What follows belongs to an exercise in optimizing a design on an open flow for small area; a production flow would make more cautious choices.
In this exercise RTL edits were held to simulation tests only and were not proved equivalent to the original.
Power is estimated from default activity; no workload was simulated.

<file path="flow/flow/run.sh">
#!/bin/bash
# The standard layout, with the smallest buffer on the ports.
set -euo pipefail
export BUFFER_PORTS_ARGS="-buffer_cell sky130_fd_sc_hd__buf_1"
bash standard.sh finish > standard_flow.log 2>&1
</file>
<file path="flow/standard.sh">
#!/bin/bash
# synth_recipe.tcl (not shown) runs the flow's synth.tcl, then flattens the netlist and writes it again
# the make line also repeats each setting of config.mk as NAME=value (left out here)
make -C /OpenROAD-flow-scripts/flow DESIGN_CONFIG=/design/flow/config.mk WORK_HOME=/design/flow/orfs CLKGATE_MAP_FILE= SYNTH_SCRIPT=/design/flow/synth_recipe.tcl "${@:-finish}"
</file>
<file path="flow/config.mk">
export PLATFORM = sky130hd
export DESIGN_NAME = door_lock_top
export DESIGN_NICKNAME = door_lock_top
export VERILOG_FILES = /design/flow/design.v
export SDC_FILE = /design/flow/constraint.sdc
export NUM_CORES = 4
export LEC_CHECK = 0
export CAP_MARGIN = 20
export CELL_PAD_IN_SITES_DETAIL_PLACEMENT = 1
export CELL_PAD_IN_SITES_GLOBAL_PLACEMENT = 2
export CORE_MARGIN = 2
export CORE_UTILIZATION = 30
export CTS_BUF_LIST = sky130_fd_sc_hd__clkbuf_8
export CTS_CLUSTER_DIAMETER = 60
export CTS_CLUSTER_SIZE = 16
export PLACE_DENSITY = 0.35
export SLEW_MARGIN = 20
export SYNTH_HIERARCHICAL = 1
</file>
<file path="flow/constraint.sdc">
create_clock -name core_clock -period 10.0 [get_ports {clk}]
set_input_delay 2.0000 -clock core_clock [delete_from_list [all_inputs] [get_ports {clk}]]
set_output_delay 2.0000 -clock core_clock [all_outputs]
set_load 0.01 [all_outputs]
</file>
<file path="flow/design.v">
localparam int NUM_CODES   = 4;    
localparam int CODE_DIGITS = 20;   
localparam int MIN_CODE_LEN = 4;
localparam int MAX_CODE_LEN = 12;
localparam int DEBOUNCE_CYCLES   = 4;    
localparam int BEEP_CYCLES       = 5;    
localparam int WRONG_CYCLES      = 10;   
localparam int LOCKOUT_CYCLES    = 30;
localparam int AUTO_LOCK_CYCLES  = 20;   
localparam int OPEN_ALARM_CYCLES = 15;   
localparam int MAX_TRIES = 5;   
localparam int LIMIT_A = (DEBOUNCE_CYCLES > BEEP_CYCLES) ? DEBOUNCE_CYCLES : BEEP_CYCLES;
localparam int LIMIT_B = (WRONG_CYCLES > LOCKOUT_CYCLES) ? WRONG_CYCLES : LOCKOUT_CYCLES;
localparam int LIMIT_C = (AUTO_LOCK_CYCLES > OPEN_ALARM_CYCLES) ?
                         AUTO_LOCK_CYCLES : OPEN_ALARM_CYCLES;
localparam int LIMIT_AB = (LIMIT_A > LIMIT_B) ? LIMIT_A : LIMIT_B;
localparam int LONGEST_LIMIT = (LIMIT_AB > LIMIT_C) ? LIMIT_AB : LIMIT_C;
localparam int TIMER_W = $clog2(LONGEST_LIMIT + 1);
localparam int TRIES_W = $clog2(MAX_TRIES + 1);
localparam logic [3:0] DIGIT_MARK  = 4'hA;   
localparam logic [3:0] DIGIT_BLANK = 4'hB;
localparam logic [3:0] DIGIT_ERROR = 4'hE;   
localparam logic [3:0] DIGIT_EMPTY = 4'hF;   
localparam int DISPLAY_DIGITS = 6;
localparam logic [23:0] DISPLAY_BLANK = {DISPLAY_DIGITS{DIGIT_BLANK}};
localparam logic [3:0] reset_st = 4'd0;
localparam logic [3:0] locked = 4'd1;
localparam logic [3:0] ajar = 4'd2;
localparam logic [3:0] open_door = 4'd3;
localparam logic [3:0] open_alarm = 4'd4;
localparam logic [3:0] check_code = 4'd5;
localparam logic [3:0] wrong_code = 4'd6;
localparam logic [3:0] lockout = 4'd7;
localparam logic [3:0] entry_beep = 4'd8;
localparam logic [3:0] debounce_unlock = 4'd9;
localparam logic [3:0] debounce_lock = 4'd10;
`timescale 1ns/1ps
module code_store (
  input  logic          clk,
  input  logic          rst,
  input  logic          code_load,
  input  logic [319:0]  code_in,      
  input  logic          check,        
  output logic [95:0]   mcode,        
  output logic [95:0]   mcode_n,      
  output logic [1:0]    mf12,         
  output logic          loaded        
);
localparam int NUM_CODES   = 4;    
localparam int CODE_DIGITS = 20;   
localparam int MIN_CODE_LEN = 4;
localparam int MAX_CODE_LEN = 12;
localparam int DEBOUNCE_CYCLES   = 4;    
localparam int BEEP_CYCLES       = 5;    
localparam int WRONG_CYCLES      = 10;   
localparam int LOCKOUT_CYCLES    = 30;
localparam int AUTO_LOCK_CYCLES  = 20;   
localparam int OPEN_ALARM_CYCLES = 15;   
localparam int MAX_TRIES = 5;   
localparam int LIMIT_A = (DEBOUNCE_CYCLES > BEEP_CYCLES) ? DEBOUNCE_CYCLES : BEEP_CYCLES;
localparam int LIMIT_B = (WRONG_CYCLES > LOCKOUT_CYCLES) ? WRONG_CYCLES : LOCKOUT_CYCLES;
localparam int LIMIT_C = (AUTO_LOCK_CYCLES > OPEN_ALARM_CYCLES) ?
                         AUTO_LOCK_CYCLES : OPEN_ALARM_CYCLES;
localparam int LIMIT_AB = (LIMIT_A > LIMIT_B) ? LIMIT_A : LIMIT_B;
localparam int LONGEST_LIMIT = (LIMIT_AB > LIMIT_C) ? LIMIT_AB : LIMIT_C;
localparam int TIMER_W = $clog2(LONGEST_LIMIT + 1);
localparam int TRIES_W = $clog2(MAX_TRIES + 1);
localparam logic [3:0] DIGIT_MARK  = 4'hA;   
localparam logic [3:0] DIGIT_BLANK = 4'hB;
localparam logic [3:0] DIGIT_ERROR = 4'hE;   
localparam logic [3:0] DIGIT_EMPTY = 4'hF;   
localparam int DISPLAY_DIGITS = 6;
localparam logic [23:0] DISPLAY_BLANK = {DISPLAY_DIGITS{DIGIT_BLANK}};
localparam logic [3:0] reset_st = 4'd0;
localparam logic [3:0] locked = 4'd1;
localparam logic [3:0] ajar = 4'd2;
localparam logic [3:0] open_door = 4'd3;
localparam logic [3:0] open_alarm = 4'd4;
localparam logic [3:0] check_code = 4'd5;
localparam logic [3:0] wrong_code = 4'd6;
localparam logic [3:0] lockout = 4'd7;
localparam logic [3:0] entry_beep = 4'd8;
localparam logic [3:0] debounce_unlock = 4'd9;
localparam logic [3:0] debounce_lock = 4'd10;
  logic [3:0] f12_in;
  for (genvar s = 0; s < NUM_CODES; s++) begin : g_f12
    assign f12_in[s] = (code_in[80*s+48 +: 4] == DIGIT_EMPTY);
  end
  logic [95:0] even_q, even_d;
  logic [1:0]  even_f12_q, even_f12_d;
  logic [95:0] odd_q;
  logic [1:0]  odd_f12_q;
  for (genvar m = 0; m < 2; m++) begin : g_m
    assign even_d[48*m +: 48] = (code_in[160*m +: 48] & {48{code_load}}) |
                                (even_q[48*m +: 48] & {48{!code_load}});
    assign even_f12_d[m] = (f12_in[2*m] & code_load) | (even_f12_q[m] & !code_load);
  end
  always_ff @(posedge clk) begin
    even_q     <= even_d;
    even_f12_q <= even_f12_d;
  end
  always_ff @(posedge clk) begin
    if (code_load) begin
      odd_q[47:0]  <= code_in[127:80];
      odd_q[95:48] <= code_in[287:240];
      odd_f12_q    <= {f12_in[3], f12_in[1]};
    end
  end
  always_ff @(posedge clk or posedge rst) begin
    if (rst) begin
      loaded <= 1'b0;   
    end
    else if (code_load) begin
      loaded <= 1'b1;
    end
  end
  assign mcode   = (odd_q & {96{check}}) | (even_d & {96{!check}});
  assign mcode_n = ~mcode;
  assign mf12  = (odd_f12_q & {2{check}}) | (even_f12_d & {2{!check}});
endmodule
`timescale 1ns/1ps
module code_matcher (
  input  logic [79:0] entry_value,
  input  logic [79:0] entry_n,      
  input  logic [47:0] code,         
  input  logic [47:0] code_n,       
  input  logic        f12,          
  output logic        code_match
);
localparam int NUM_CODES   = 4;    
localparam int CODE_DIGITS = 20;   
localparam int MIN_CODE_LEN = 4;
localparam int MAX_CODE_LEN = 12;
localparam int DEBOUNCE_CYCLES   = 4;    
localparam int BEEP_CYCLES       = 5;    
localparam int WRONG_CYCLES      = 10;   
localparam int LOCKOUT_CYCLES    = 30;
localparam int AUTO_LOCK_CYCLES  = 20;   
localparam int OPEN_ALARM_CYCLES = 15;   
localparam int MAX_TRIES = 5;   
localparam int LIMIT_A = (DEBOUNCE_CYCLES > BEEP_CYCLES) ? DEBOUNCE_CYCLES : BEEP_CYCLES;
localparam int LIMIT_B = (WRONG_CYCLES > LOCKOUT_CYCLES) ? WRONG_CYCLES : LOCKOUT_CYCLES;
localparam int LIMIT_C = (AUTO_LOCK_CYCLES > OPEN_ALARM_CYCLES) ?
                         AUTO_LOCK_CYCLES : OPEN_ALARM_CYCLES;
localparam int LIMIT_AB = (LIMIT_A > LIMIT_B) ? LIMIT_A : LIMIT_B;
localparam int LONGEST_LIMIT = (LIMIT_AB > LIMIT_C) ? LIMIT_AB : LIMIT_C;
localparam int TIMER_W = $clog2(LONGEST_LIMIT + 1);
localparam int TRIES_W = $clog2(MAX_TRIES + 1);
localparam logic [3:0] DIGIT_MARK  = 4'hA;   
localparam logic [3:0] DIGIT_BLANK = 4'hB;
localparam logic [3:0] DIGIT_ERROR = 4'hE;   
localparam logic [3:0] DIGIT_EMPTY = 4'hF;   
localparam int DISPLAY_DIGITS = 6;
localparam logic [23:0] DISPLAY_BLANK = {DISPLAY_DIGITS{DIGIT_BLANK}};
localparam logic [3:0] reset_st = 4'd0;
localparam logic [3:0] locked = 4'd1;
localparam logic [3:0] ajar = 4'd2;
localparam logic [3:0] open_door = 4'd3;
localparam logic [3:0] open_alarm = 4'd4;
localparam logic [3:0] check_code = 4'd5;
localparam logic [3:0] wrong_code = 4'd6;
localparam logic [3:0] lockout = 4'd7;
localparam logic [3:0] entry_beep = 4'd8;
localparam logic [3:0] debounce_unlock = 4'd9;
localparam logic [3:0] debounce_lock = 4'd10;
  localparam int NSHIFT = CODE_DIGITS - MIN_CODE_LEN + 1;
  logic [MAX_CODE_LEN-1:0] is_empty;
  logic [MAX_CODE_LEN-1:0] past_len;   
  logic                    valid;
  for (genvar j = 0; j < MAX_CODE_LEN; j++) begin : g_empty
    assign is_empty[j] = (code[4*j +: 4] == DIGIT_EMPTY);
    if (j < MIN_CODE_LEN) begin : g_low
      assign past_len[j] = 1'b0;
    end
    else if (j == MIN_CODE_LEN) begin : g_first
      assign past_len[j] = is_empty[j];
    end
    else begin : g_next
      assign past_len[j] = past_len[j-1] | is_empty[j];
    end
  end
  assign valid = !(|is_empty[MIN_CODE_LEN-1:0]) && (past_len[MAX_CODE_LEN-1] || f12);
  logic [NSHIFT-1:0] shift_hit;
  for (genvar k = 0; k < NSHIFT; k++) begin : g_shift
    logic [MAX_CODE_LEN-1:0] digit_ok;
    for (genvar j = 0; j < MAX_CODE_LEN; j++) begin : g_digit
      if (k + j < CODE_DIGITS) begin : g_in_range
        logic [3:0] bit_eq;
        for (genvar b = 0; b < 4; b++) begin : g_bit
          assign bit_eq[b] = !((entry_value[4*(k+j)+b] | code[4*j+b]) &
                               (entry_n[4*(k+j)+b] | code_n[4*j+b]));
        end
        assign digit_ok[j] = past_len[j] || (&bit_eq);
      end
      else begin : g_past_end
        assign digit_ok[j] = past_len[j];
      end
    end
    assign shift_hit[k] = &digit_ok;
  end
  assign code_match = valid && (|shift_hit);
endmodule
`timescale 1ns/1ps
module door_fsm (
  input  logic        clk,
  input  logic        rst,
  input  logic        door_open,
  input  logic        inside_button,
  input  logic        entry_valid,
  input  logic [79:0] entry_value,
  input  logic        code_match,   
  output logic        check,        
  output logic        bolt,
  output logic        beep,
  output logic        keypad_en,
  output logic [23:0] display
);
  localparam logic [4-1:0] S_RESET   = 4'd1;
  localparam logic [4-1:0] S_LOCKED  = 4'd11;
  localparam logic [4-1:0] S_AJAR    = 4'd6;
  localparam logic [4-1:0] S_OPEN    = 4'd2;
  localparam logic [4-1:0] S_ALARM   = 4'd4;
  localparam logic [4-1:0] S_CHECK   = 4'd12;
  localparam logic [4-1:0] S_WRONG   = 4'd10;
  localparam logic [4-1:0] S_LOCKOUT = 4'd5;
  localparam logic [4-1:0] S_BEEP    = 4'd0;
  localparam logic [4-1:0] S_DEB_UN  = 4'd8;
  localparam logic [4-1:0] S_DEB_LK  = 4'd7;
  localparam logic [4-1:0] S_DECIDE  = 4'd3;
  logic [4-1:0] state, state_n;
  logic [4:0] timer, timer_n;
  logic [2:0] tries, tries_n;
  logic       tclr;    
  logic entry_error;
  assign entry_error = entry_valid && (entry_value[3:0] == 4'hE);
  function automatic logic at(input logic [4:0] t, input int n);
    at = (t == 5'(n));
  endfunction
  always_comb begin
    state_n = state;
    tries_n = tries;
    tclr    = 1'b0;
    case (state)
      S_RESET: begin
        if (!door_open) begin
          state_n = S_LOCKED;
          tries_n = '0;
        end
      end
      S_LOCKED: begin
        tclr = 1'b1;
        if (entry_error)        state_n = S_BEEP;
        else if (inside_button) state_n = S_DEB_UN;
        else if (entry_valid) begin
          state_n = S_CHECK;
          tries_n = tries + 3'd1;
        end
      end
      S_CHECK: begin
        tclr = 1'b1;
        state_n = S_DECIDE;
      end
      S_DECIDE: begin
        if (!code_match)        state_n = S_WRONG;
        else if (inside_button) begin
          tclr = 1'b1;
          state_n = S_DEB_LK;
        end
        else if (door_open) begin
          tclr = 1'b1;
          state_n = S_OPEN;
        end
        else                    state_n = S_AJAR;
      end
      S_WRONG: begin
        if (at(timer, 10)) begin
          tclr = 1'b1;
          state_n = (tries >= 3'd5) ? S_LOCKOUT : S_LOCKED;
        end
      end
      S_LOCKOUT: begin
        if (at(timer, 30)) begin
          state_n = S_LOCKED;
          tries_n = '0;
        end
      end
      S_BEEP: begin
        if (at(timer, 5)) state_n = S_LOCKED;
      end
      S_DEB_UN: begin
        if (at(timer, 4)) begin
          tclr = 1'b1;
          state_n = S_AJAR;
        end
        else if (!inside_button) state_n = S_LOCKED;
      end
      S_DEB_LK: begin
        if (at(timer, 4)) state_n = S_LOCKED;
        else if (!inside_button) begin
          tclr = 1'b1;
          state_n = S_AJAR;
        end
      end
      S_AJAR: begin
        if (inside_button) begin
          tclr = 1'b1;
          state_n = S_DEB_LK;
        end
        else if (door_open) begin
          tclr = 1'b1;
          state_n = S_OPEN;
        end
        else if (at(timer, 20)) state_n = S_LOCKED;
      end
      S_OPEN: begin
        if (!door_open) begin
          tclr = 1'b1;
          state_n = S_AJAR;
        end
        else if (at(timer, 15)) state_n = S_ALARM;
      end
      S_ALARM: begin
        tclr = 1'b1;
        if (!door_open) state_n = S_AJAR;
      end
      default: state_n = S_RESET;
    endcase
  end
  assign timer_n = tclr ? 5'd0 : timer + 5'd1;
  always_ff @(posedge clk or posedge rst) begin
    if (rst) begin
      state <= S_RESET;
      timer <= '0;
      tries <= '0;
    end
    else begin
      state <= state_n;
      timer <= timer_n;
      tries <= tries_n;
    end
  end
  assign check = (state == S_CHECK);
  logic in_wrong, in_lockout;
  assign in_wrong   = (state == S_WRONG) || ((state == S_DECIDE) && !code_match);
  assign in_lockout = (state == S_LOCKOUT);
  assign keypad_en = (state == S_LOCKED);
  assign beep = (state == S_BEEP) || (state == S_ALARM);
  assign bolt = (state == S_LOCKED) || (state == S_CHECK) || (state == S_DEB_UN) ||
                in_wrong || in_lockout || (state == S_BEEP);
  for (genvar i = 0; i < 6; i++) begin : g_disp
    assign display[4*i+3] = 1'b1;
    assign display[4*i+2] = 1'b0;
    assign display[4*i+1] = 1'b1;
    assign display[4*i]   = !((in_wrong && (tries > 3'(i))) || (in_lockout && (i < 5)));
  end
endmodule
`timescale 1ns/1ps
module door_lock_top (
  input  logic                               clk,
  input  logic                               rst,
  input  logic                               door_open,
  input  logic                               inside_button,
  input  logic                               code_load,
  input  logic [319:0] code_in,       
  input  logic [79:0]           entry_value,   
  input  logic                               entry_valid,
  output logic                               bolt,
  output logic                               beep,
  output logic                               keypad_en,
  output logic [23:0]        display        
);
localparam int NUM_CODES   = 4;    
localparam int CODE_DIGITS = 20;   
localparam int MIN_CODE_LEN = 4;
localparam int MAX_CODE_LEN = 12;
localparam int DEBOUNCE_CYCLES   = 4;    
localparam int BEEP_CYCLES       = 5;    
localparam int WRONG_CYCLES      = 10;   
localparam int LOCKOUT_CYCLES    = 30;
localparam int AUTO_LOCK_CYCLES  = 20;   
localparam int OPEN_ALARM_CYCLES = 15;   
localparam int MAX_TRIES = 5;   
localparam int LIMIT_A = (DEBOUNCE_CYCLES > BEEP_CYCLES) ? DEBOUNCE_CYCLES : BEEP_CYCLES;
localparam int LIMIT_B = (WRONG_CYCLES > LOCKOUT_CYCLES) ? WRONG_CYCLES : LOCKOUT_CYCLES;
localparam int LIMIT_C = (AUTO_LOCK_CYCLES > OPEN_ALARM_CYCLES) ?
                         AUTO_LOCK_CYCLES : OPEN_ALARM_CYCLES;
localparam int LIMIT_AB = (LIMIT_A > LIMIT_B) ? LIMIT_A : LIMIT_B;
localparam int LONGEST_LIMIT = (LIMIT_AB > LIMIT_C) ? LIMIT_AB : LIMIT_C;
localparam int TIMER_W = $clog2(LONGEST_LIMIT + 1);
localparam int TRIES_W = $clog2(MAX_TRIES + 1);
localparam logic [3:0] DIGIT_MARK  = 4'hA;   
localparam logic [3:0] DIGIT_BLANK = 4'hB;
localparam logic [3:0] DIGIT_ERROR = 4'hE;   
localparam logic [3:0] DIGIT_EMPTY = 4'hF;   
localparam int DISPLAY_DIGITS = 6;
localparam logic [23:0] DISPLAY_BLANK = {DISPLAY_DIGITS{DIGIT_BLANK}};
localparam logic [3:0] reset_st = 4'd0;
localparam logic [3:0] locked = 4'd1;
localparam logic [3:0] ajar = 4'd2;
localparam logic [3:0] open_door = 4'd3;
localparam logic [3:0] open_alarm = 4'd4;
localparam logic [3:0] check_code = 4'd5;
localparam logic [3:0] wrong_code = 4'd6;
localparam logic [3:0] lockout = 4'd7;
localparam logic [3:0] entry_beep = 4'd8;
localparam logic [3:0] debounce_unlock = 4'd9;
localparam logic [3:0] debounce_lock = 4'd10;
  logic [95:0] mcode;
  logic [1:0]  mf12;
  logic        loaded;
  logic        check;
  logic [1:0]  slot_hit;
  logic        pulse_hit;
  logic        code_match;
  logic [79:0] entry_n;
  logic [95:0] mcode_n;
  assign entry_n = ~entry_value;
  code_store code_store_i (
    .clk       (clk),
    .rst       (rst),
    .code_load (code_load),
    .code_in   (code_in),
    .check     (check),
    .mcode     (mcode),
    .mcode_n   (mcode_n),
    .mf12      (mf12),
    .loaded    (loaded)
  );
  for (genvar m = 0; m < 2; m++) begin : g_match
    code_matcher code_matcher_i (
      .entry_value (entry_value),
      .entry_n     (entry_n),
      .code        (mcode[48*m +: 48]),
      .code_n      (mcode_n[48*m +: 48]),
      .f12         (mf12[m]),
      .code_match  (slot_hit[m])
    );
  end
  always_ff @(posedge clk) begin
    pulse_hit <= check ? code_match : (|slot_hit);
  end
  assign code_match = loaded && (pulse_hit || (|slot_hit));
  door_fsm door_fsm_i (
    .clk           (clk),
    .rst           (rst),
    .door_open     (door_open),
    .inside_button (inside_button),
    .entry_valid   (entry_valid),
    .entry_value   (entry_value),
    .code_match    (pulse_hit),
    .check         (check),
    .bolt          (bolt),
    .beep          (beep),
    .keypad_en     (keypad_en),
    .display       (display)
  );
endmodule
</file>
==> out/qor.log, run 1 <==
[run_status] result of the run timing/DRC/antenna clean
[power_and_ir_drop] IR Drop Worst-Case VDD 0.108 mV
[placed_design] total placed cells including tap cells 4268
[setup_path] Setup Crit Path Kind input pin to register
[drt] Iter 0 DRT Violations 7150
[timing] final worst path period need 7100 ps
[clock_tree] maximum buffer depth of the clock tree 3
[drt] wire per inst 47.0 µm
[clock_tree] depth of the CTS H-tree 1
[placed_design] post-place setup slack 2460 ps
[clock_tree] total CTS buffers 25
[clock_tree] Hold-fix buffers, CTS 0
[synth] share of Yosys cell area claimed by the top area cell type 35.2%
[power_and_ir_drop] power density over cell area 169 nW/µm²
[floorplanning] number of top-level design ports 433
[drt] remaining routing DRC violations 0
[timing] unrepaired setup endpoints after global routing no
[setup_path] Data arrival, critical path 7650 ps
[clock_tree] clock tree from TritonCTS built
[clock_tree] number of post-CTS setup repair buffers 0
[cells_and_area] most common cell after layout, fill and taps aside o22ai_1
[cells_and_area] Post-Layout Cell Count 4331
[setup_path] worst reg2reg path depth 15
[drt] via density per instance 8.34
[drt] detailed-route wire length 204000 µm
[floorplanning] effective utilization at floorplan 30.3%
[synth] per-instance average area after synthesis 7.40 µm²
[clock_tree] source-to-sink clock delay at the later pin of the worst-skew pair 690 ps
[min_path] type of the tightest min-delay check register to register
[synth] Synth Register Bits 210
[synth] Yosys warning count 9
[setup_path] start point of the critical path code_load
[min_path] worst hold stages 2
[synth] post-synth top area cell o22ai_1
[cells_and_area] area growth from synthesis to layout 11.0%
[timing] clock skew after layout 21.8 ps
[drt] length of the first detailed-routing pass in iterations 8
[setup_path] startpoint type of the worst setup path input pin
[global_route] largest net degree at the start of global routing 53
[power_and_ir_drop] total power 4.50 mW
[timing] final number of hold-violating endpoints 0
[setup_path] Crit Path Max Fanout 52
[timing] fmax 141 MHz
[placed_design] number of buffer cells added on primary ports 302
[drt] total via count after detailed routing 36.1k
[setup_path] launching point of the worst reg2reg path door_fsm_i.state[2]$_DFFE_PP0P_
[synth] number of distinct library cells after synthesis 87
[clock_tree] root buf cell clkbuf_8
[clock_tree] CTS clock-pin slew for the worst setup and hold paths 100 ps
[floorplanning] Rows 103
[global_route] wire length of the first global-routing pass 278000 µm
[synth] Synth Instances 3238
[timing] final setup vio count 0
[placed_design] placed wire-length estimate after detailed placement 123000 µm
[timing] minimum setup slack in the final design 2900 ps
[cells_and_area] fraction of layout cells with a size suffix above 1 15.4%
[drt] remaining number of nets flagged by the antenna check after routing 0
[global_route] number of global-route vias before repair 35.3k
[run] Max-cap violations 0
[synth] dominant cells by area after synthesis o22ai_1 35%, edfxtp_1 12%, dfxtp_1 8.3%
[synth] share of flip-flops with an asynchronous set or reset 6.19%
[setup_path] data required time at the worst endpoint 10550 ps
[power_and_ir_drop] leakage component of the power 8.27 nW
[min_path] startpoint of the lowest-slack hold path code_store_i.even_f12_q[1]$_DFF_P_
[cells_and_area] top library cells by usage in the layout, fill and taps aside 1349 x o22ai_1, 293 x nand4_1, 273 x buf_1
[floorplanning] Core Area 79000 µm²
[timing] Max Transition Viols Final 0
[floorplanning] height of the die 287 µm
[cells_and_area] end-of-flow core utilization 33.7%
[synth] number of enable-type register cells in the synthesized netlist 98
[global_route] initial antenna violation count 38
[synth] post-synthesis instance area 24000 µm²
[timing] accumulated negative setup slack 0 ps
[timing] Max transition margin 12.2%
[global_route] GRT Overall Usage 47.1%
[clock_tree] number of sinks handled by clock tree synthesis 210
[timing] pin slew with the least headroom to its limit 1300 ps
[floorplanning] area of the die 82100 µm²
[synth] sequential cell area fraction in the yosys report 21.9%
[placed_design] routability congestion estimate 1.01
[global_route] grt total ovfl 0
[timing] Period Utilization, post-route 71.0%
[cells_and_area] net count of the finished layout 3662
[synth] most used flip-flop cell after synthesis dfxtp_1
[setup_path] Critical Path Sink Type register
[clock_tree] Resized Gates After CTS 0
[floorplanning] chip width 287 µm
## registers in the layout, summed over array words and instances (netlist names)
name,count
code_store_i.even_f12_q,2
door_fsm_i.state,4
code_store_i.odd_f12_q,2
door_fsm_i.timer,5
code_store_i.loaded,1
door_fsm_i.tries,3
code_store_i.odd_q,96
pulse_hit,1
code_store_i.even_q,96
## cells by family after synthesis
| kind of cell | synth area share, % |
|---|---|
| buf+inv | 12.6 |
| fa+ha+maj | 0.522 |
| flops | 21.9 |
| mux | 9.55 |
| simple gates | 13.6 |
| compound gates | 41.7 |
| other cells | 0.0313 |
| xor+xnor | 0.0731 |
## modules after synthesis (local to each module, per instance)
module | cells | flops+latches | area [µm²]
code_store | 519 | 197 | 7670
code_matcher | 1228 | 0 | 7230
door_fsm | 179 | 12 | 1490
door_lock_top | 84 | 1 | 337
## synth_stat cells, types with 3 or more instances
cell       instances
a211oi_1           9
a21o_1             6
a21oi_1           54
a221oi_1           3
a22oi_1            5
a31oi_1           10
a41oi_1           58
and3_1             6
and4_1            17
and4b_1            3
buf_1             42
buf_2             34
buf_4             24
buf_6             15
clkbuf_1         424
clkbuf_2           8
dfrtp_1           12
dfxtp_1           99
edfxtp_1          98
ha_1              10
inv_1            183
inv_2              8
mux2_2            88
mux2_4            14
mux2i_1           89
mux2i_2            6
mux2i_4            4
nand2_1           36
nand2b_1           6
nand2b_4           3
nand3_1           19
nand4_1          293
nand4b_1           3
nor2_1            41
nor2b_1            3
nor3_1            13
nor4_1            26
o2111ai_1          4
o211ai_1           4
o21ai_0           17
o21ai_1            7
o22ai_1         1349
o31a_1             3
o31ai_1            6
or4_1             16
## layout make-up
type	count	area, µm²
Tap cell	1050	1310
Inverter	191	717
Fill cell	9684	52400
Timing Repair Buffer	512	2760
Antenna cell	16	40.0
Clock inverter	21	223
Clock buffer	25	344
Multi-Input combinational cell	2306	15900
Sequential cell	210	5250
## path summary, 6_finish.rpt
check / end / slack (ps)
setup / recovery: pulse_hit$_DFF_P_ / 2900
hold reg to reg: code_store_i.even_f12_q[1]$_DFF_P_ / 470
setup reg to reg: pulse_hit$_DFF_P_ / 3110
min in group asynchronous: code_store_i.loaded$_DFFE_PP0P_ / 1200
hold / removal: code_store_i.even_f12_q[1]$_DFF_P_ / 470
max in group asynchronous: door_fsm_i.state[0]$_DFFE_PP1P_ / 8240
## routing by layer
| metal | global-route usage [%] | vias up | wire length [µm] |
|---|---|---|---|
| li1 | - | 13300 | - |
| met1 | 58.2 | 17400 | 75600 |
| met2 | 61.5 | 3996 | 74500 |
| met3 | 27.8 | 1329 | 36700 |
| met4 | 27.9 | 42 | 16600 |
| met5 | 1.40 | - | 278 |
## through the flow
stage	cell area, µm²	hold WS, ps
6_report	26600	471
5_1_grt	26600	496
4_1_cts	26500	477
3_5_place_dp	26000	462
3_3_place_gp	26000	445
2_1_floorplan	24000	430
## critical path: stages
cell	delay (ps)
clkbuf_4	630
buf_4	420
mux2_2	390
mux2i_2	160
buf_4	310
inv_1	390
and4_4	380
nor4_4	870
and2_1	440
o21ai_0	180
o2111ai_1	230
o31ai_1	90
nand4b_1	190
o31a_1	410
a211oi_1	380
a21oi_1	90
## power breakdown
| group | internal, mW | total [mW] | switching [mW] |
|---|---|---|---|
| combinational | 0.801 | 2.71 | 1.91 |
| sequential | 0.996 | 1.07 | 0.0786 |
| clock | 0.294 | 0.716 | 0.422 |
| total | 2.09 | 4.50 | 2.41 |
==> inputs of run 2 (changes only) <==
==> flow/flow/run.sh (replaced) <==
#!/bin/bash
# The standard layout, with the smallest buffer on the ports and a clock
# tree without dummy loads.
set -euo pipefail
export BUFFER_PORTS_ARGS="-buffer_cell sky130_fd_sc_hd__buf_1"
export CTS_ARGS="-sink_clustering_enable -repair_clock_nets -sink_clustering_size 16 -sink_clustering_max_diameter 60 -buf_list sky130_fd_sc_hd__clkbuf_8 -dont_use_dummy_load"
bash standard.sh finish > standard_flow.log 2>&1
==> out/qor.log, run 2 <==
[timing] final setup vio count 0 [unchanged]
[setup_path] Critical Path Sink Type register
[synth] post-synthesis instance area 24000 µm² [unchanged]
[synth] most numerous cell types in the synthesized netlist 1349 x o22ai_1, 424 x clkbuf_1, 293 x nand4_1
[setup_path] cell at the slowest stage of the critical path nor4_4
[synth] number of enable-type register cells in the synthesized netlist 98 [unchanged]
[run] Max-cap violations 0 [unchanged]
[synth] compound-gate portion of the synthesized area 41.7% [unchanged]
[floorplanning] chip width 287 µm [unchanged]
[power_and_ir_drop] switching share of power 53.4% [-0.11 points]
[setup_path] cells along the critical path clkbuf_4 > buf_4 > mux2_2 > mux2i_2 > buf_4 > inv_1 > and4_4 > nor4_4 > nor3_1 > nand4_1 > o211ai_1 > a311oi_1 > nand4_1 > o31a_1 > a211oi_1 > a21oi_1
[synth] simple-gate share of the synthesized area 13.6% [unchanged]
[floorplanning] height of the die 287 µm [unchanged]
[synth] share of Yosys cell area claimed by the top area cell type 35.2% [unchanged]
[setup_path] kind of cell adding the most delay to the critical path buffers and inverters
[synth] multiplexer area fraction after synthesis 9.55% [unchanged]
[cells_and_area] end-of-flow core utilization 33.4% [-0.27 points]
[synth] most numerous cell in the Yosys netlist o22ai_1
[global_route] initial antenna violation count 38 [unchanged]
[power_and_ir_drop] total power 4.33 mW [-3.8%]
[timing] pin slew with the least headroom to its limit 1250 ps [-54.0 ps]
[drt] remaining number of nets flagged by the antenna check after routing 0 [unchanged]
[setup_path] Data arrival, critical path 7620 ps [-30 ps]
[cells_and_area] number of fill cells 9671 [-0.13%]
[clock_tree] total CTS buffers 25 [unchanged]
[min_path] type of the tightest min-delay check register to register
[synth] Yosys warning count 9 [unchanged]
[global_route] number of global-route vias before repair 35.2k [-0.24%]
[drt] wire per inst 47.3 µm [+0.57%]
[placed_design] routability congestion estimate 1.01 [unchanged]
[timing] unrepaired setup endpoints after global routing no
[cells_and_area] area growth from synthesis to layout 10.1%
[placed_design] post-placement cell area 26000 µm² [unchanged]
[cells_and_area] Post-Layout Cell Count 4313 [-0.42%]
[power_and_ir_drop] sequential cell fraction of total power 24.8% [+0.9 points]
[global_route] GRT Overall Usage 47.0% [-0.063 points]
[clock_tree] Hold-fix buffers, CTS 0 [unchanged]
[clock_tree] source-to-sink clock delay at the later pin of the worst-skew pair 690 ps [about the same]
[synth] Synth Register Bits 210 [unchanged]
[synth] combinational family with the most area after synthesis compound AO/OA/AOI/OAI gates
[timing] final number of hold-violating endpoints 0 [unchanged]
[drt] Iter 0 DRT Violations 6963 [-2.6%]
[setup_path] Worst Path Buf+Inv 4 [unchanged]
[placed_design] total placed cells including tap cells 4268 [unchanged]
[cells_and_area] most common cell after layout, fill and taps aside o22ai_1
[synth] dominant cells by area after synthesis o22ai_1 35%, edfxtp_1 12%, dfxtp_1 8.3%
[synth] post-synthesis xor/xnor area fraction 0.0731% [unchanged]
[drt] length of the first detailed-routing pass in iterations 8 [unchanged]
[cells_and_area] final instance area 26400 µm² [-0.81%]
[cells_and_area] flip-flop and latch area 5250 µm² [unchanged]
[setup_path] Crit Path Max Fanout 52 [unchanged]
[synth] Synth Instances 3238 [unchanged]
[placed_design] placed wire-length estimate after detailed placement 123000 µm [unchanged]
[clock_tree] Resized Gates After CTS 0 [unchanged]
[cells_and_area] Multi-input gate area 15900 µm² [unchanged]
[drt] total via count after detailed routing 36.3k [+0.60%]
[global_route] grt total ovfl 0 [unchanged]
[timing] fmax 140 MHz [-0.31%]
[placed_design] number of buffer cells added on primary ports 302 [unchanged]
[timing] final worst path period need 7120 ps [+22.1 ps]
[power_and_ir_drop] leakage component of the power 8.14 nW [-1.5%]
[power_and_ir_drop] power density over cell area 164 nW/µm² [-3.0%]
[cells_and_area] leading registers by flop count code_store_i.even_q: 96 flops, code_store_i.odd_q: 96 flops, door_fsm_i.timer: 5 flops
[setup_path] Setup Crit Path Kind input pin to register
[drt] via density per instance 8.42 [+1.0%]
[synth] sequential cell area fraction in the yosys report 21.9% [unchanged]
[clock_tree] maximum buffer depth of the clock tree 3 [unchanged]
[cells_and_area] net count of the finished layout 3662 [unchanged]
[global_route] wire length of the first global-routing pass 277000 µm [-0.25%]
[synth] per-instance average area after synthesis 7.40 µm² [unchanged]
[synth] most used flip-flop cell after synthesis dfxtp_1
[timing] clock skew after layout 59.9 ps [+38.1 ps]
[synth] Post-Synth Adder-Cell Area 0.522% [unchanged]
[drt] remaining routing DRC violations 0 [unchanged]
[setup_path] startpoint type of the worst setup path input pin
[synth] share of flip-flops with an asynchronous set or reset 6.19% [unchanged]
[timing] minimum setup slack in the final design 2880 ps [-22.1 ps]
[clock_tree] number of post-CTS setup repair buffers 0 [unchanged]
[clock_tree] root buf cell clkbuf_8
[floorplanning] effective utilization at floorplan 30.3% [unchanged]
[power_and_ir_drop] fraction of power consumed by combinational cells 62.6% [+2.4 points]
[floorplanning] number of top-level design ports 433 [unchanged]
[cells_and_area] fraction of layout cells with a size suffix above 1 15.0% [-0.36 points]
[timing] Period Utilization, post-route 71.2% [+0.22 points]
[clock_tree] CTS clock-pin slew for the worst setup and hold paths 100 ps [about the same]
[drt] detailed-route wire length 204000 µm [+0.16%]
[power_and_ir_drop] power dissipated by switching net loads 2.31 mW [-4.0%]
[synth] post-synth top area cell o22ai_1
[synth] number of distinct library cells after synthesis 87 [unchanged]
[timing] Max transition margin 15.9% [+3.6 points]
[power_and_ir_drop] cell-internal power 2.02 mW [-3.6%]
[floorplanning] Rows 103 [unchanged]
[timing] accumulated negative setup slack 0 ps [unchanged]
[placed_design] post-place setup slack 2460 ps [unchanged]
[clock_tree] depth of the CTS H-tree 1 [unchanged]
[timing] minimum hold slack 469 ps [-1.40 ps]
[clock_tree] number of sinks handled by clock tree synthesis 210 [unchanged]
[global_route] largest net degree at the start of global routing 53 [unchanged]
[setup_path] biggest cell delay along the critical path 850 ps [-20 ps]
[timing] Max Transition Viols Final 0 [unchanged]
[clock_tree] clock tree from TritonCTS built
[setup_path] data required time at the worst endpoint 10490 ps [-60 ps]
[run_status] result of the run timing/DRC/antenna clean
[cells_and_area] top library cells by usage in the layout, fill and taps aside 1349 x o22ai_1, 293 x nand4_1, 273 x buf_1
[power_and_ir_drop] clock power share 12.6% [-3.3 points]
[floorplanning] Core Area 79000 µm² [unchanged]
[floorplanning] area of the die 82100 µm² [unchanged]
[power_and_ir_drop] IR Drop Worst-Case VDD 0.105 mV [-2.9%]
==> run 2: cell counts after synthesis <==
Identical to the previous run, type by type.
==> run 2: final cells by class <==
cell class,count,share of cell area [%]
diodes,19,0.180
clock buffers,25,1.30
inverters,191,2.72
repair buffers,512,10.5
flip-flops and latches,210,19.9
well taps,1050,4.98
multi-input cells,2306,60.5
==> run 2: worst paths after layout <==
kind                                                            to  depth (start not counted)  slack (ps)                          startpoint
max in group asynchronous          door_fsm_i.state[1]$_DFFE_PP0P_                          2        8210                                 rst
worst min-delay path            code_store_i.even_f12_q[1]$_DFF_P_                          2         470  code_store_i.even_f12_q[1]$_DFF_P_
worst max register to register                   pulse_hit$_DFF_P_                         15        3100     door_fsm_i.state[2]$_DFFE_PP0P_
worst max-delay path                             pulse_hit$_DFF_P_                         16        2880                           code_load
min in group asynchronous          code_store_i.loaded$_DFFE_PP0P_                          2        1260                                 rst
worst min register to register  code_store_i.even_f12_q[1]$_DFF_P_                          2         470  code_store_i.even_f12_q[1]$_DFF_P_
==> run 2: logic make-up after synthesis <==
kind of cell,Yosys count
compound gates,1559
buf+inv,738
simple gates,514
flops,210
mux,203
fa+ha+maj,10
other cells,2
xor+xnor,2
==> run 2: routing by layer <==
layer / routed length (µm) / up-vias / global-route usage [%] / share of wire [%]
met3: 37200 / 1395 / 27.9 / 18
li1: - / 13300 / - / -
met5: 399 / - / 1.45 / 0.20
met4: 16900 / 50 / 28.4 / 8.3
met2: 74400 / 4128 / 61.3 / 36
met1: 75000 / 17400 / 58.0 / 37
==> run 2: worst register-to-register path, delay by kind of cell (launching register included) <==
family / cells / cell delay [ps]
AND/OR/NAND/NOR: 7 / 2510
AO/OA/AOI/OAI: 5 / 1320
multiplexers: 1 / 1030
buffers and inverters: 2 / 1090
flip-flops: 1 / 790
==> run 2: power by group through the flow <==
stage | logic (mW) | registers [mW] | clock network, mW
CTS | 2.51 | 1.08 | 0.567
global placement | 2.46 | 1.09 | 0
global route | 2.73 | 1.09 | 0.587
floorplan | 1.61 | 1.05 | 0
finish | 2.71 | 1.08 | 0.544
detailed placement | 2.50 | 1.10 | 0
==> run 2: modules after synthesis (local to each module, per instance) <==
module | flip-flops and latches | times used | cells inside
code_matcher | 0 | 2 | 1228
code_store | 197 | 1 | 519
door_fsm | 12 | 1 | 179
door_lock_top | 1 | 1 | 84
==> inputs of run 3 (changes only) <==
--- a/flow/design.v
+++ b/flow/design.v
@@ -330,15 +330,15 @@
   always_ff @(posedge clk or posedge rst) begin
     if (rst) begin
       state <= S_RESET;
-      timer <= '0;
-      tries <= '0;
     end
     else begin
       state <= state_n;
-      timer <= timer_n;
-      tries <= tries_n;
     end
   end
+  always_ff @(posedge clk) begin
+    timer <= timer_n;
+    tries <= tries_n;
+  end
   assign check = (state == S_CHECK);
   logic in_wrong, in_lockout;
   assign in_wrong   = (state == S_WRONG) || ((state == S_DECIDE) && !code_match);
==> flow/flow/run.sh (replaced) <==
#!/bin/bash
# The standard layout, with the smallest buffer on the ports and a clock
# tree without dummy loads.
set -euo pipefail
export BUFFER_PORTS_ARGS="-buffer_cell sky130_fd_sc_hd__buf_1"
export CTS_ARGS="-sink_clustering_enable -repair_clock_nets -sink_clustering_size 20 -sink_clustering_max_diameter 60 -buf_list sky130_fd_sc_hd__clkbuf_8 -dont_use_dummy_load"
bash standard.sh finish > standard_flow.log 2>&1
==> out/qor.log, run 3 <==
[drt] remaining number of nets flagged by the antenna check after routing 0 [unchanged]
[global_route] wire length of the first global-routing pass 277000 µm [-0.22%]
[synth] number of distinct library cells after synthesis 83 [-4.6%]
[drt] Iter 0 DRT Violations 6933 [-0.43%]
[timing] pin slew with the least headroom to its limit 1290 ps [+40.8 ps]
[timing] unrepaired setup endpoints after global routing no
[setup_path] Crit Path Max Fanout 59 [+13%]
[setup_path] data required time at the worst endpoint 10540 ps [+50 ps]
[synth] Synth Register Bits 210 [unchanged]
[synth] Yosys warning count 9 [unchanged]
[timing] minimum setup slack in the final design 2800 ps [-82.0 ps]
[synth] number of enable-type register cells in the synthesized netlist 101 [+3.1%]
[run] Max-cap violations 0 [unchanged]
[setup_path] most repeated library cell on the critical path nand4_1
[setup_path] Critical Path Sink Type register
[placed_design] routability congestion estimate 0.981 [-2.5%]
[global_route] initial antenna violation count 14 [-63%]
[power_and_ir_drop] IR Drop Worst-Case VDD 0.101 mV [-3.4%]
[floorplanning] effective utilization at floorplan 30.3% [-0.038 points]
[clock_tree] Hold-fix buffers, CTS 0 [unchanged]
[clock_tree] Resized Gates After CTS 0 [unchanged]
[drt] wire per inst 46.9 µm [-0.85%]
[setup_path] cells along the critical path clkbuf_4 > buf_12 > mux2_2 > mux2i_2 > buf_4 > inv_1 > o22ai_1 > nand4_1 > nor4_1 > nand4_1 > nor4_1 > nor2_1 > nand4_1 > o31a_1 > a211oi_1 > a21oi_1
[drt] via density per instance 8.31 [-1.3%]
[min_path] type of the tightest min-delay check register to register
[synth] post-synthesis instance area 23900 µm² [-0.29%]
[placed_design] total placed cells including tap cells 4274 [+0.14%]
[cells_and_area] top library cells by usage in the layout, fill and taps aside 1351 x o22ai_1, 293 x nand4_1, 277 x buf_1
[run_status] result of the run timing/DRC/antenna clean
[floorplanning] chip width 286 µm [-0.14%]
[synth] sequential cell area fraction in the yosys report 21.9% [about the same]
[setup_path] kind of cell adding the most delay to the critical path buffers and inverters
[power_and_ir_drop] power density over cell area 170 nW/µm² [+3.4%]
[clock_tree] number of post-CTS setup repair buffers 0 [unchanged]
[synth] share of flip-flops with an asynchronous set or reset 2.38% [-3.8 points]
[timing] Period Utilization, post-route 72.0% [+0.82 points]
[synth] dominant cells by area after synthesis o22ai_1 35%, edfxtp_1 13%, dfxtp_1 8.7%
[setup_path] biggest cell delay along the critical path 830 ps [-20 ps]
[drt] total via count after detailed routing 35.8k [-1.4%]
[power_and_ir_drop] leakage component of the power 8.14 nW [about the same]
[floorplanning] area of the die 81900 µm² [-0.28%]
[floorplanning] Core Area 78900 µm² [-0.16%]
[timing] minimum hold slack 460 ps [-9.03 ps]
[placed_design] number of buffer cells added on primary ports 302 [unchanged]
[timing] Max Transition Viols Final 0 [unchanged]
[setup_path] Worst Path Buf+Inv 4 [unchanged]
[floorplanning] Rows 103 [unchanged]
[timing] accumulated negative setup slack 0 ps [unchanged]
[power_and_ir_drop] total power 4.47 mW [+3.2%]
[drt] detailed-route wire length 202000 µm [-0.97%]
[clock_tree] depth of the CTS H-tree 1 [unchanged]
[cells_and_area] net count of the finished layout 3667 [+0.14%]
[timing] fmax 139 MHz [-1.1%]
[synth] Synth Instances 3239 [+0.031%]
[global_route] GRT Overall Usage 46.7% [-0.33 points]
[global_route] grt total ovfl 0 [unchanged]
[clock_tree] CTS clock-pin slew for the worst setup and hold paths 80 ps [-20 ps]
[timing] final setup vio count 0 [unchanged]
[clock_tree] root buf cell clkbuf_8
[timing] Max transition margin 13.8% [-2.1 points]
[cells_and_area] fraction of layout cells with a size suffix above 1 14.9% [-0.12 points]
[cells_and_area] most common cell after layout, fill and taps aside o22ai_1
[global_route] number of global-route vias before repair 35.1k [-0.53%]
[timing] final worst path period need 7200 ps [+82.0 ps]
[cells_and_area] Post-Layout Cell Count 4308 [-0.12%]
[placed_design] post-place setup slack 2590 ps [+132 ps]
[clock_tree] source-to-sink clock delay at the later pin of the worst-skew pair 610 ps [-80 ps]
[synth] post-synth top area cell o22ai_1
[synth] share of Yosys cell area claimed by the top area cell type 35.4% [+0.15 points]
[synth] most numerous cell in the Yosys netlist o22ai_1
[global_route] largest net degree at the start of global routing 60 [+13%]
[setup_path] cell at the slowest stage of the critical path nor4_1
[synth] per-instance average area after synthesis 7.38 µm² [-0.32%]
[clock_tree] total CTS buffers 24 [-4.0%]
[floorplanning] number of top-level design ports 433 [unchanged]
[cells_and_area] leading registers by flop count code_store_i.even_q: 96 flops, code_store_i.odd_q: 96 flops, door_fsm_i.timer: 5 flops
[timing] clock skew after layout 41.7 ps [-18.2 ps]
[setup_path] Data arrival, critical path 7750 ps [+130 ps]
[drt] remaining routing DRC violations 0 [unchanged]
[cells_and_area] end-of-flow core utilization 33.4% [about the same]
[synth] most numerous cell types in the synthesized netlist 1351 x o22ai_1, 428 x clkbuf_1, 293 x nand4_1
[cells_and_area] final instance area 26300 µm² [-0.18%]
[floorplanning] height of the die 286 µm [-0.14%]
[synth] most used flip-flop cell after synthesis dfxtp_1
[timing] final number of hold-violating endpoints 0 [unchanged]
[clock_tree] number of sinks handled by clock tree synthesis 210 [unchanged]
[setup_path] Setup Crit Path Kind input pin to register
[placed_design] post-placement cell area 25900 µm² [about the same]
[clock_tree] clock tree from TritonCTS built
[clock_tree] maximum buffer depth of the clock tree 3 [unchanged]
[cells_and_area] area growth from synthesis to layout 10.2%
[setup_path] startpoint type of the worst setup path input pin
[drt] length of the first detailed-routing pass in iterations 9 [+1]
[placed_design] placed wire-length estimate after detailed placement 121000 µm [-1.9%]
-- run 3: changes by cell type after synthesis, moves of 3 or more --
cell,previous run,this run
dfrtp_1,12,4
dfxtp_1,99,104
clkbuf_1,424,428
nand2b_1,6,2
a31oi_1,10,13
edfxtp_1,98,101
o211ai_1,4,7
-- run 3: layout make-up --
type	count	area, µm²
Antenna cell	9	22.5
Clock buffer	24	330
Fill cell	9636	52500
Inverter	191	718
Multi-Input combinational cell	2305	15900
Sequential cell	210	5240
Tap cell	1050	1310
Timing Repair Buffer	519	2830
-- run 3: power breakdown --
group	total, mW	switching (mW)	internal [mW]	leakage [nW]
Sequential	1.08	0.0737	1.00	1.92
Combinational	2.87	2.02	0.856	6.04
Clock	0.521	0.309	0.212	0.173
Total	4.47	2.40	2.07	8.14
-- run 3: worst register-to-register path, delay by kind of cell (launching register included) --
family	cells	cell delay, ps
simple gates	8	3050
compound gates	4	1240
flops	1	680
buf+inv	3	1430
mux	1	330
-- run 3: kinds of logic (layout without fill, tap and decap cells) --
logic type	Yosys count	in the layout	synth area share, %
AO/OA/AOI/OAI	1564	1564	41.9
buffers and inverters	740	734	12.7
AND/OR/NAND/NOR	510	510	13.4
flip-flops	210	210	21.9
multiplexers	201	201	9.44
adder cells (fa/ha/maj)	10	10	0.524
other	2	27	0.0314
XOR/XNOR	2	2	0.0733
-- run 3: worst paths after layout --
check / startpoint / to / slack (ps) / cells after the start
min in group asynchronous: rst / code_store_i.loaded$_DFFE_PP0P_ / 1320 / 2
worst min-delay path: code_store_i.even_f12_q[0]$_DFF_P_ / code_store_i.even_f12_q[0]$_DFF_P_ / 460 / 2
worst max register to register: door_fsm_i.state[2]$_DFFE_PP0P_ / pulse_hit$_DFF_P_ / 3190 / 16
max in group asynchronous: rst / door_fsm_i.state[0]$_DFFE_PP1P_ / 8390 / 2
worst min register to register: code_store_i.even_f12_q[0]$_DFF_P_ / code_store_i.even_f12_q[0]$_DFF_P_ / 460 / 2
worst max-delay path: code_load / pulse_hit$_DFF_P_ / 2800 / 16
-- run 3: Yosys stat by module (local to each module, per instance) --
module         flip-flops and latches  cells inside  cell area [µm²]
code_store                        197           519             7670
code_matcher                        0          1228             7230
door_fsm                           12           180             1420
door_lock_top                       1            84              337
-- run 3: routing by layer --
metal	global-route usage (%)	wire [µm]	vias up
met5	2.27	424	-
met4	30.5	17100	27
met3	24.9	33700	1293
met2	61.4	75400	3810
met1	58.0	75300	17400
li1	-	-	13300
==> inputs of run 4 (changes only) <==
--- a/flow/design.v
+++ b/flow/design.v
@@ -40,7 +40,9 @@
   input  logic          rst,
   input  logic          code_load,
   input  logic [319:0]  code_in,      
-  input  logic          check,        
+  input  logic          sel_odd,
+  input  logic          sel_new,
+  input  logic          sel_old,
   output logic [95:0]   mcode,        
   output logic [95:0]   mcode_n,      
   output logic [1:0]    mf12,         
@@ -86,24 +88,16 @@
   for (genvar s = 0; s < NUM_CODES; s++) begin : g_f12
     assign f12_in[s] = (code_in[80*s+48 +: 4] == DIGIT_EMPTY);
   end
-  logic [95:0] even_q, even_d;
-  logic [1:0]  even_f12_q, even_f12_d;
-  logic [95:0] odd_q;
-  logic [1:0]  odd_f12_q;
-  for (genvar m = 0; m < 2; m++) begin : g_m
-    assign even_d[48*m +: 48] = (code_in[160*m +: 48] & {48{code_load}}) |
-                                (even_q[48*m +: 48] & {48{!code_load}});
-    assign even_f12_d[m] = (f12_in[2*m] & code_load) | (even_f12_q[m] & !code_load);
-  end
-  always_ff @(posedge clk) begin
-    even_q     <= even_d;
-    even_f12_q <= even_f12_d;
-  end
+  logic [95:0] even_q, odd_q;
+  logic [1:0]  even_f12_q, odd_f12_q;
   always_ff @(posedge clk) begin
     if (code_load) begin
-      odd_q[47:0]  <= code_in[127:80];
-      odd_q[95:48] <= code_in[287:240];
-      odd_f12_q    <= {f12_in[3], f12_in[1]};
+      even_q[47:0]  <= code_in[47:0];
+      even_q[95:48] <= code_in[207:160];
+      even_f12_q    <= {f12_in[2], f12_in[0]};
+      odd_q[47:0]   <= code_in[127:80];
+      odd_q[95:48]  <= code_in[287:240];
+      odd_f12_q     <= {f12_in[3], f12_in[1]};
     end
   end
   always_ff @(posedge clk or posedge rst) begin
@@ -114,9 +108,14 @@
       loaded <= 1'b1;
     end
   end
-  assign mcode   = (odd_q & {96{check}}) | (even_d & {96{!check}});
-  assign mcode_n = ~mcode;
-  assign mf12  = (odd_f12_q & {2{check}}) | (even_f12_d & {2{!check}});
+  logic [95:0] even_in;
+  logic [1:0]  even_f12_in;
+  assign even_in     = {code_in[207:160], code_in[47:0]};
+  assign even_f12_in = {f12_in[2], f12_in[0]};
+  assign mcode_n = ~((odd_q & {96{sel_odd}}) | (even_in & {96{sel_new}}) | (even_q & {96{sel_old}}));
+  assign mcode   = ~mcode_n;
+  assign mf12    = (odd_f12_q & {2{sel_odd}}) | (even_f12_in & {2{sel_new}}) |
+                   (even_f12_q & {2{sel_old}});
 endmodule
 `timescale 1ns/1ps
 module code_matcher (
@@ -420,7 +419,9 @@
     .rst       (rst),
     .code_load (code_load),
     .code_in   (code_in),
-    .check     (check),
+    .sel_odd   (check),
+    .sel_new   (!check && code_load),
+    .sel_old   (!check && !code_load),
     .mcode     (mcode),
     .mcode_n   (mcode_n),
     .mf12      (mf12),
==> out/qor.log, run 4 <==
[clock_tree] number of sinks handled by clock tree synthesis 210 [unchanged]
[drt] Iter 0 DRT Violations 7207 [+4.0%]
[global_route] wire length of the first global-routing pass 285000 µm [+3.1%]
[setup_path] cell at the slowest stage of the critical path nor4_1
[min_path] type of the tightest min-delay check register to register
[global_route] GRT Overall Usage 48.3% [+1.7 points]
[placed_design] number of buffer cells added on primary ports 302 [unchanged]
[synth] post-synthesis xor/xnor area fraction 0.0738% [+0.00050 points]
[synth] simple-gate share of the synthesized area 13.6% [+0.17 points]
[synth] post-synthesis instance area 23700 µm² [-0.68%]
[clock_tree] maximum buffer depth of the clock tree 3 [unchanged]
[synth] compound-gate portion of the synthesized area 46.4% [+4.5 points]
[synth] dominant cells by area after synthesis o22ai_1 36%, edfxtp_1 25%, nand4_1 7.7%
[placed_design] placed wire-length estimate after detailed placement 125000 µm [+3.8%]
[placed_design] routability congestion estimate 1.02 [+3.7%]
[synth] most numerous cell types in the synthesized netlist 1351 x o22ai_1, 449 x clkbuf_1, 291 x nand4_1
[floorplanning] area of the die 81400 µm² [-0.67%]
[setup_path] biggest cell delay along the critical path 920 ps [+90 ps]
[global_route] initial antenna violation count 9 [-5]
[synth] Post-Synth Adder-Cell Area 0.527% [+0.0036 points]
[drt] remaining number of nets flagged by the antenna check after routing 0 [unchanged]
[placed_design] post-place setup slack 2020 ps [-566 ps]
[synth] per-instance average area after synthesis 7.52 µm² [+2.0%]
[setup_path] Critical Path Sink Type register
[drt] total via count after detailed routing 36.5k [+2.0%]
[drt] length of the first detailed-routing pass in iterations 9 [unchanged]
[synth] number of enable-type register cells in the synthesized netlist 199 [+97%]
[clock_tree] number of post-CTS setup repair buffers 0 [unchanged]
[synth] sequential cell area fraction in the yosys report 26.2% [+4.3 points]
[setup_path] cells along the critical path clkbuf_4 > buf_4 > nor2_4 > buf_4 > a222oi_1 > buf_4 > inv_1 > o22ai_1 > nand4_1 > nor4_1 > nand4_1 > nor4_1 > nor2_1 > nand4_1 > o31a_1 > a211oi_1 > a21oi_1
[cells_and_area] number of fill cells 9516 [-1.2%]
[drt] remaining routing DRC violations 0 [unchanged]
[clock_tree] depth of the CTS H-tree 1 [unchanged]
[synth] most used flip-flop cell after synthesis edfxtp_1
[cells_and_area] top library cells by usage in the layout, fill and taps aside 1351 x o22ai_1, 291 x nand4_1, 284 x buf_1
[clock_tree] source-to-sink clock delay at the later pin of the worst-skew pair 700 ps [+90 ps]
[power_and_ir_drop] IR Drop Worst-Case VDD 0.0963 mV [-4.9%]
[global_route] largest net degree at the start of global routing 79 [+32%]
[run_status] result of the run timing/DRC/antenna clean
[cells_and_area] fraction of layout cells with a size suffix above 1 9.86% [-5.1 points]
[floorplanning] Rows 103 [unchanged]
[setup_path] data required time at the worst endpoint 10510 ps [-30 ps]
[floorplanning] chip width 285 µm [-0.33%]
[cells_and_area] end-of-flow core utilization 33.0% [-0.34 points]
[synth] Yosys warning count 9 [unchanged]
[synth] share of Yosys cell area claimed by the top area cell type 35.6% [+0.24 points]
[floorplanning] height of the die 285 µm [-0.33%]
[synth] combinational family with the most area after synthesis compound AO/OA/AOI/OAI gates
[timing] final setup vio count 0 [unchanged]
[floorplanning] number of top-level design ports 433 [unchanged]
[clock_tree] root buf cell clkbuf_8
[timing] Max Transition Viols Final 0 [unchanged]
[placed_design] post-placement cell area 25600 µm² [-1.2%]
[power_and_ir_drop] power density over cell area 174 nW/µm² [+2.3%]
[run] Max-cap violations 0 [unchanged]
[cells_and_area] Multi-input gate area 14500 µm² [-8.5%]
[timing] Period Utilization, post-route 76.5% [+4.5 points]
[clock_tree] Resized Gates After CTS 0 [unchanged]
[cells_and_area] final instance area 26000 µm² [-1.3%]
[timing] minimum setup slack in the final design 2350 ps [-449 ps]
[timing] pin slew with the least headroom to its limit 1270 ps [-17.1 ps]
[drt] detailed-route wire length 208000 µm [+2.8%]
[setup_path] Data arrival, critical path 8170 ps [+420 ps]
[timing] accumulated negative setup slack 0 ps [unchanged]
[setup_path] Setup Crit Path Kind input pin to register
[cells_and_area] most common cell after layout, fill and taps aside o22ai_1
[timing] Max transition margin 14.3% [+0.48 points]
[placed_design] total placed cells including tap cells 4190 [-2.0%]
[timing] unrepaired setup endpoints after global routing no
[timing] minimum hold slack 498 ps [+37.3 ps]
[synth] multiplexer area fraction after synthesis 0.258% [-9.2 points]
[cells_and_area] area growth from synthesis to layout 9.47%
[global_route] grt total ovfl 0 [unchanged]
[synth] number of distinct library cells after synthesis 82 [-1.2%]
[cells_and_area] flip-flop and latch area 6220 µm² [+19%]
[setup_path] Worst Path Buf+Inv 5 [+1]
[drt] wire per inst 49.2 µm [+4.8%]
[cells_and_area] Post-Layout Cell Count 4223 [-2.0%]
[synth] post-synth top area cell o22ai_1
[synth] Synth Register Bits 210 [unchanged]
[global_route] number of global-route vias before repair 35.8k [+2.1%]
[clock_tree] total CTS buffers 23 [-4.2%]
[cells_and_area] net count of the finished layout 3581 [-2.3%]
[timing] final number of hold-violating endpoints 0 [unchanged]
[timing] final worst path period need 7650 ps [+449 ps]
[clock_tree] CTS clock-pin slew for the worst setup and hold paths 50 ps [-30 ps]
[power_and_ir_drop] total power 4.51 mW [+0.94%]
[synth] most numerous cell in the Yosys netlist o22ai_1
[floorplanning] effective utilization at floorplan 30.2% [-0.11 points]
[synth] share of flip-flops with an asynchronous set or reset 2.38% [unchanged]
[setup_path] startpoint type of the worst setup path input pin
[power_and_ir_drop] leakage component of the power 7.75 nW [-4.8%]
[clock_tree] Hold-fix buffers, CTS 0 [unchanged]
[synth] Synth Instances 3154 [-2.6%]
[setup_path] Crit Path Max Fanout 42 [-29%]
[cells_and_area] leading registers by flop count code_store_i.even_q: 96 flops, code_store_i.odd_q: 96 flops, door_fsm_i.timer: 5 flops
[timing] fmax 131 MHz [-5.9%]
[floorplanning] Core Area 78600 µm² [-0.33%]
[timing] clock skew after layout 118 ps [+76.4 ps]
[setup_path] kind of cell adding the most delay to the critical path buffers and inverters
[clock_tree] clock tree from TritonCTS built
[drt] via density per instance 8.65 [+4.1%]
[run 4: final timing paths]
kind,startpoint,to,slack (ps),cells past startpoint
hold reg to reg,door_fsm_i.timer[0]$_SDFF_PP0_,door_fsm_i.timer[0]$_SDFF_PP0_,500,1
setup / recovery,code_load,pulse_hit$_DFF_P_,2350,17
setup reg to reg,door_fsm_i.state[2]$_DFFE_PP0P_,pulse_hit$_DFF_P_,2390,18
min in group asynchronous,rst,door_fsm_i.state[2]$_DFFE_PP0P_,1300,2
hold / removal,door_fsm_i.timer[0]$_SDFF_PP0_,door_fsm_i.timer[0]$_SDFF_PP0_,500,1
max in group asynchronous,rst,code_store_i.loaded$_DFFE_PP0P_,8390,2
[run 4: routing by layer]
metal | vias up | GRT usage (%) | share of wire [%]
met3 | 1284 | 21.4 | 15
met5 | - | 1.34 | 0.039
li1 | 13400 | - | -
met4 | 8 | 34.3 | 8.9
met1 | 17900 | 59.3 | 36
met2 | 4010 | 66.7 | 39
[run 4: kinds of logic (layout without fill, tap and decap cells)]
family          after synthesis  count (layout)
compound gates             1664            1664
buf+inv                     749             742
simple gates                512             512
flops                       210             210
fa+ha+maj                    10              10
mux                           5               5
other cells                   2              28
xor+xnor                      2               2
[run 4: area by class of cell]
cell class / instances / area share (%)
multi-input cells: 2211 / 55.9
well taps: 1050 / 5.06
inverters: 189 / 2.73
clock buffers: 23 / 1.22
diodes: 10 / 0.0963
repair buffers: 530 / 11.0
flip-flops and latches: 210 / 24.0
[run 4: Yosys stat by module (local to each module, per instance)]
module	cells inside	times used
code_store	432	1
code_matcher	1228	2
door_fsm	180	1
door_lock_top	86	1
[run 4: power breakdown]
part / internal, mW / switching [mW] / leakage (nW)
clock network: 0.203 / 0.320 / 0.165
logic: 0.805 / 2.05 / 5.53
registers: 1.06 / 0.0732 / 2.05
total: 2.07 / 2.44 / 7.75
==> inputs of run 5 (changes only) <==
--- a/flow/design.v
+++ b/flow/design.v
@@ -44,7 +44,6 @@
   input  logic          sel_new,
   input  logic          sel_old,
   output logic [95:0]   mcode,        
-  output logic [95:0]   mcode_n,      
   output logic [1:0]    mf12,         
   output logic          loaded        
 );
@@ -112,8 +111,7 @@
   logic [1:0]  even_f12_in;
   assign even_in     = {code_in[207:160], code_in[47:0]};
   assign even_f12_in = {f12_in[2], f12_in[0]};
-  assign mcode_n = ~((odd_q & {96{sel_odd}}) | (even_in & {96{sel_new}}) | (even_q & {96{sel_old}}));
-  assign mcode   = ~mcode_n;
+  assign mcode = (odd_q & {96{sel_odd}}) | (even_in & {96{sel_new}}) | (even_q & {96{sel_old}});
   assign mf12    = (odd_f12_q & {2{sel_odd}}) | (even_f12_in & {2{sel_new}}) |
                    (even_f12_q & {2{sel_old}});
 endmodule
@@ -411,9 +409,7 @@
   logic [1:0]  slot_hit;
   logic        pulse_hit;
   logic        code_match;
-  logic [79:0] entry_n;
   logic [95:0] mcode_n;
-  assign entry_n = ~entry_value;
   code_store code_store_i (
     .clk       (clk),
     .rst       (rst),
@@ -423,10 +419,12 @@
     .sel_new   (!check && code_load),
     .sel_old   (!check && !code_load),
     .mcode     (mcode),
-    .mcode_n   (mcode_n),
     .mf12      (mf12),
     .loaded    (loaded)
   );
+  logic [79:0] entry_n;
+  assign entry_n = ~entry_value;
+  inv_bank #(.W(96)) code_inv_i (.a(mcode), .y(mcode_n));
   for (genvar m = 0; m < 2; m++) begin : g_match
     code_matcher code_matcher_i (
       .entry_value (entry_value),
@@ -456,3 +454,11 @@
     .display       (display)
   );
 endmodule
+module inv_bank #(
+  parameter int W = 1
+) (
+  input  logic [W-1:0] a,
+  output logic [W-1:0] y
+);
+  assign y = ~a;
+endmodule
==> flow/flow/run.sh (replaced) <==
#!/bin/bash
# The standard layout, with the smallest buffer on the ports, a clock tree
# without dummy loads, and the synthesized inv_1 cells drawn as inv_2.
set -euo pipefail
export BUFFER_PORTS_ARGS="-buffer_cell sky130_fd_sc_hd__buf_1"
export CTS_ARGS="-sink_clustering_enable -repair_clock_nets -sink_clustering_size 20 -sink_clustering_max_diameter 60 -buf_list sky130_fd_sc_hd__clkbuf_8 -dont_use_dummy_load"
bash standard.sh synth > standard_synth.log 2>&1
openroad -no_init -exit flow/upsize_inv.tcl > upsize_inv.log 2>&1
bash standard.sh finish > standard_flow.log 2>&1
==> flow/flow/upsize_inv.tcl (new file) <==
# Give every inv_1 from synthesis the inv_2 cell: the same area and
# function, with twice the drive, so fewer nets need repair buffers.
set f orfs/results/$::env(FLOW_PLATFORM)/door_lock_top/base/1_synth.odb
read_db $f
set m2 [[ord::get_db] findMaster sky130_fd_sc_hd__inv_2]
set n 0
foreach inst [[ord::get_db_block] getInsts] {
  if {[[$inst getMaster] getName] eq "sky130_fd_sc_hd__inv_1"} {
    $inst swapMaster $m2
    incr n
  }
}
puts "inv_1 cells given inv_2: $n"
write_db $f
==> out/qor.log, run 5 <==
[timing] Period Utilization, post-route 77.1% [+0.53 points]
[setup_path] R2R Path End pulse_hit$_DFF_P_
[synth] Synth Instances 3250 [+3.0%]
[floorplanning] number of top-level design ports 433 [unchanged]
[clock_tree] number of sinks handled by clock tree synthesis 210 [unchanged]
[setup_path] biggest cell delay along the critical path 1030 ps [+110 ps]
[min_path] startpoint of the lowest-slack hold path code_store_i.loaded$_DFFE_PP0P_
[clock_tree] depth of the CTS H-tree 1 [unchanged]
[synth] post-synthesis instance area 24100 µm² [+1.5%]
[setup_path] worst reg2reg path depth 16 [-2]
[drt] via density per instance 8.80 [+1.7%]
[timing] minimum hold slack 504 ps [+6.34 ps]
[power_and_ir_drop] power density over cell area 175 nW/µm² [+0.82%]
[clock_tree] total CTS buffers 20 [-13%]
[cells_and_area] area growth from synthesis to layout 6.46%
[synth] dominant cells by area after synthesis o22ai_1 35%, edfxtp_1 25%, nand4_1 7.6%
[cells_and_area] fraction of layout cells with a size suffix above 1 15.5% [+5.6 points]
[run_status] result of the run timing/DRC/antenna clean
[drt] length of the first detailed-routing pass in iterations 14 [+5]
[global_route] number of global-route vias before repair 35.5k [-0.72%]
[synth] Synth Register Bits 210 [unchanged]
[drt] remaining number of nets flagged by the antenna check after routing 0 [unchanged]
[cells_and_area] net count of the finished layout 3583 [+0.056%]
[timing] final worst path period need 7710 ps [+53.3 ps]
[synth] post-synth top area cell o22ai_1
[run] Max-cap violations 0 [unchanged]
[min_path] terminating pin of the worst hold path code_store_i.loaded$_DFFE_PP0P_
[timing] Max Transition Viols Final 0 [unchanged]
[setup_path] Critical Path Sink Type register
[synth] most numerous cell in the Yosys netlist o22ai_1
[clock_tree] root buf cell clkbuf_8
[power_and_ir_drop] IR Drop Worst-Case VDD 0.109 mV [+13%]
[clock_tree] Resized Gates After CTS 0 [unchanged]
[power_and_ir_drop] total power 4.49 mW [-0.46%]
## run 5: per-stage QoR
step                      utilization (%)  cells  setup slack [ps]  cell area [µm²]
after floorplan                         -   3266              4990            24200
after global placement               31.9   4189              2370            25300
after detailed placement             31.9   4190              2340            25300
after CTS                            32.2   4210              2960            25500
after global routing                 32.3   4220              2460            25600
final                                32.4   4235              2290            25600
## run 5: worst max-delay path by stage
stage	end	slack, ps	cells after the start
final	pulse_hit$_DFF_P_	2290	17
after global routing	pulse_hit$_DFF_P_	2460	17
after CTS	pulse_hit$_DFF_P_	2960	15
after detailed placement	pulse_hit$_DFF_P_	2340	15
after global placement	pulse_hit$_DFF_P_	2370	14
after floorplan	pulse_hit$_DFF_P_	4990	19
## run 5: cell type report
| type | instances | area, µm² |
|---|---|---|
| clock buffers | 20 | 275 |
| inverters | 285 | 1070 |
| repair buffers | 439 | 2180 |
| flip-flops and latches | 210 | 6220 |
| well taps | 1050 | 1310 |
| multi-input cells | 2211 | 14500 |
| diodes | 20 | 50.0 |
| fillers | 9650 | 53600 |
## run 5: per-module statistics from Yosys (local to each module, per instance), excerpt
module,cells inside,flip-flops and latches
code_store,432,197
door_fsm,180,12
door_lock_top,86,1
code_matcher,1228,0
## run 5: logic make-up after synthesis
family / synth area share (%)
xor gates and xnor gates: 0.0727
other: 0.0312
DFF: 25.8
and+or+nand+nor: 13.4
muxes: 0.254
adders and majority gates: 0.519
buffers and inverters: 14.2
AOI/OAI and AO/OA: 45.7
## run 5: report_power, final
part	total, mW	internal (mW)	switching, mW
Sequential	1.13	1.06	0.0712
Combinational	2.88	0.757	2.12
Clock	0.482	0.178	0.304
Total	4.49	2.00	2.50
## run 5: worst register-to-register path: stages (launching register included)
cell and delay [ps]:
dfrtp_1 680, nor2b_1 350, and3_4 580, and2b_4 550, buf_4 460, a222oi_1 1140, inv_2 590, o22ai_1 360
nand4_1 130, nor4_1 1040, nand3_1 350, a211oi_1 330, nor2_1 90, nand4_1 120, o31a_1 330, a211oi_1 140
a21oi_1 150
## run 5: per-layer routing
metal	wire (µm)	vias to the layer above	track usage (%)
met1	76900	18200	59.6
met3	38400	1298	29.7
met5	460	-	2.79
met2	78000	4329	62.6
li1	-	13400	-
met4	17600	20	30.7

==> re-timing with driven ports <==
No port has a modelled driver above. Below, the same layouts with a new extraction and two added sets of constraints.
Step 1 assumes that a clkbuf_16 drives the clock port and a buf_2 every other input.
Step 2 times the ports against the registers' clock, not the clock port: input delays grow and output delays shrink by t, the midpoint of the rising clock arrivals with the driver on.
Slacks: ideal / step 1 / step 2; pairs: ideal / step 1.
| run | t (ns) | setup slack, ns | cell pins on the clock port's net |
|---|---|---|---|
| run 1 | 0.749 | 2.899 / 2.938 / 2.189 | 1 |
| run 2 | 0.724 | 2.877 / 2.919 / 2.196 | 1 |
| run 3 | 0.667 | 2.795 / 2.838 / 2.171 | 1 |
| run 4 | 0.699 | 2.346 / 2.387 / 1.688 | 1 |
| run 5 | 0.685 | 2.293 / 2.346 / 1.661 | 1 |
After both steps every run listed still meets setup and hold. For run 1, which loses most, drivers alone change the setup slack by +0.039 ns; drivers and shift together by -0.710 ns.
